Context: an optimization exercise on an open-source flow, tuned for small area, a short achievable clock period and few clock cycles. The choices shown serve that exercise and are no tape-out recipe. In this exercise RTL edits were held to simulation tests only and were not proved equivalent to the original. Power figures rest on the tool's default switching activity, not on a simulated workload.

==> trial 41 <==
## vector_unit
module vector_unit (
	input  wire                                 clock,
	input  wire                                 rst,
	input  wire                                 cmd_valid,
	input  wire  [2:0]                          cmd_op,
	input  wire  [vu_pkg::REG_BITS-1:0]         cmd_rd,
	input  wire  [vu_pkg::REG_BITS-1:0]         cmd_rs1,
	input  wire  [vu_pkg::REG_BITS-1:0]         cmd_rs2,
	input  wire  [vu_pkg::DATA_W-1:0]           cmd_scalar,
	input  wire  [vu_pkg::TID_W-1:0]            cmd_thread_id,
	input  wire  [vu_pkg::ISSUE_W-1:0]          cmd_issue_no,
	input  wire  [vu_pkg::NUM_LANES-1:0]        cmd_lanes,
	output logic                                cmd_ready,
	input  wire  [vu_pkg::LANE_BITS-1:0]        scalar_lane,
	input  wire  [vu_pkg::REG_BITS-1:0]         scalar_reg,
	output logic [vu_pkg::DATA_W-1:0]           scalar_data,
	output logic                                commit_req,
	output logic [vu_pkg::ISSUE_W-1:0]          commit_no,
	input  wire                                 commit_grant
);
Settings: LEC_CHECK=0, ABC_CLOCK_PERIOD_IN_PS=3000, CAP_MARGIN=20, CORE_MARGIN=2, CORE_UTILIZATION=40, PLACE_DENSITY=0.6, SETUP_SLACK_MARGIN=3.9, SLEW_MARGIN=20; clock period 10.0 ns.
run.sh (not shown) runs the stock make flow with config.mk's settings and CLKGATE_MAP_FILE= SYNTH_SCRIPT=/design/flow/synth_recipe.tcl, a recipe that flattens the netlist after the stock synthesis.
==> inputs of build 86, as changes to trial 41 <==
==> flow/flow/run.sh (new file) <==
#!/bin/bash
# The standard layout (standard.sh, all steps), except that the port
# buffers placed at global placement are plain buffers (buf_6) rather than
# the delay-type buffer the flow picks by default. Every port still gets
# its buffer. The flow's output goes to standard.log.
set -e
line='export BUFFER_PORTS_ARGS = -buffer_cell sky130_fd_sc_hd__buf_6'
for cfg in "$FLOW_CONFIG" config.mk; do
	if [ -n "$cfg" ] && [ -f "$cfg" ] && ! grep -q BUFFER_PORTS_ARGS "$cfg"; then
		echo "$line" >> "$cfg"
	fi
done
bash standard.sh > standard.log 2>&1
==> flow/standard.sh (new file) <==
#!/bin/bash
# synth_recipe.tcl (not shown) runs the flow's synth.tcl, then flattens the netlist and writes it again
# the make line also repeats each setting of config.mk as NAME=value (left out here)
make -C /OpenROAD-flow-scripts/flow DESIGN_CONFIG=/design/flow/config.mk WORK_HOME=/design/flow/orfs CLKGATE_MAP_FILE= SYNTH_SCRIPT=/design/flow/synth_recipe.tcl "${@:-finish}"
BUFFER_PORTS_ARGS = -buffer_cell sky130_fd_sc_hd__buf_6   (was unset)
removed: flow/run.sh
==> comparison table <==
| quantity | trial 41 | build 86 |
|---|---|---|
| Worst skew pair latency | 0.87 ns | 0.88 ns |
| Final standard cell utilization of the core | 0.458 | 0.453 |
| Final-stage net count | 11100 | 11000 |
| Total leakage power | 42.0 nW | 41.4 nW |
| Number of buffers and inverters on the critical path | 3 | 5 |
| M3 GR Usage | 0.193 | 0.177 |
| Clock network power consumption | 0.00596 W | 0.00603 W |
| Clock buffers created by TritonCTS | 162 | 157 |
| Detailed Route WL | 589000 um | 544000 um |
| R2r setup slk | 3.70 ns | 3.85 ns |
| Placer Congestion | 1.05 | 1.08 |
| Critical path capture point | g_mul[0].mul_i.s_q[102]$_DFF_P_ | scalar_data[24] |
| Switching Fraction | 0.533 | 0.520 |
| Kind of critical path | flip-flop to flip-flop | input port to output pin |
| Maximum fanout count along the critical path | 49 | 14 |
| GR Util All Layers | 0.437 | 0.403 |
| Fraction of area in clock buffers and inverters | 0.0452 | 0.0461 |
| WL met3 | 99200 um | 95100 um |
| Crit end category | flip-flop | output pin |
| Met1 Track Usage GR | 0.561 | 0.515 |
| Met2 Resource Use GR | 0.594 | 0.547 |
| Total area of multi-input combinational cells | 59200 sq um | 59000 sq um |
| Count of routing violations after the opening detailed-route iteration | 19600 | 21000 |
| Result of the run | complete, no violations | complete, no violations |
| DR WL/cell | 42.6 um | 39.7 um |
| Maximum operating frequency | 159 MHz | 161 MHz |
Testbench counts of trial 41, summed over its fixed seeds: cycles 3,985.
Testbench counts of build 86, summed over its fixed seeds: cycles 3,985.

==> separate check: timing with driven ports <==
In the flow no input, the clock included, has a driving cell. The finished layouts below were timed again as built, in two steps.
Step 1 (the two cells are an assumption about what drives the block):
set clk [get_ports {clock}]
set_driving_cell -lib_cell sky130_fd_sc_hd__clkbuf_16 $clk
set_driving_cell -lib_cell sky130_fd_sc_hd__buf_2 [delete_from_list [all_inputs] $clk]
Step 2 times the ports against the registers' clock, not the clock port: input delays grow and output delays shrink by t, the midpoint of the rising clock arrivals with the driver on.
Three values: no drivers, after step 1, after step 2; two values: the first two.
run	t (ns)	slack for setup (ns)	worst register clock-pin slew, ns
trial 41	0.942	3.699 / 3.656 / 3.656	0.07 / 0.07
build 86	0.958	3.783 / 3.717 / 3.717	0.07 / 0.07
After both steps setup and hold are still met in every run listed. For build 86, which loses most, drivers alone change the setup slack by -0.066 ns; drivers and shift together by -0.066 ns.
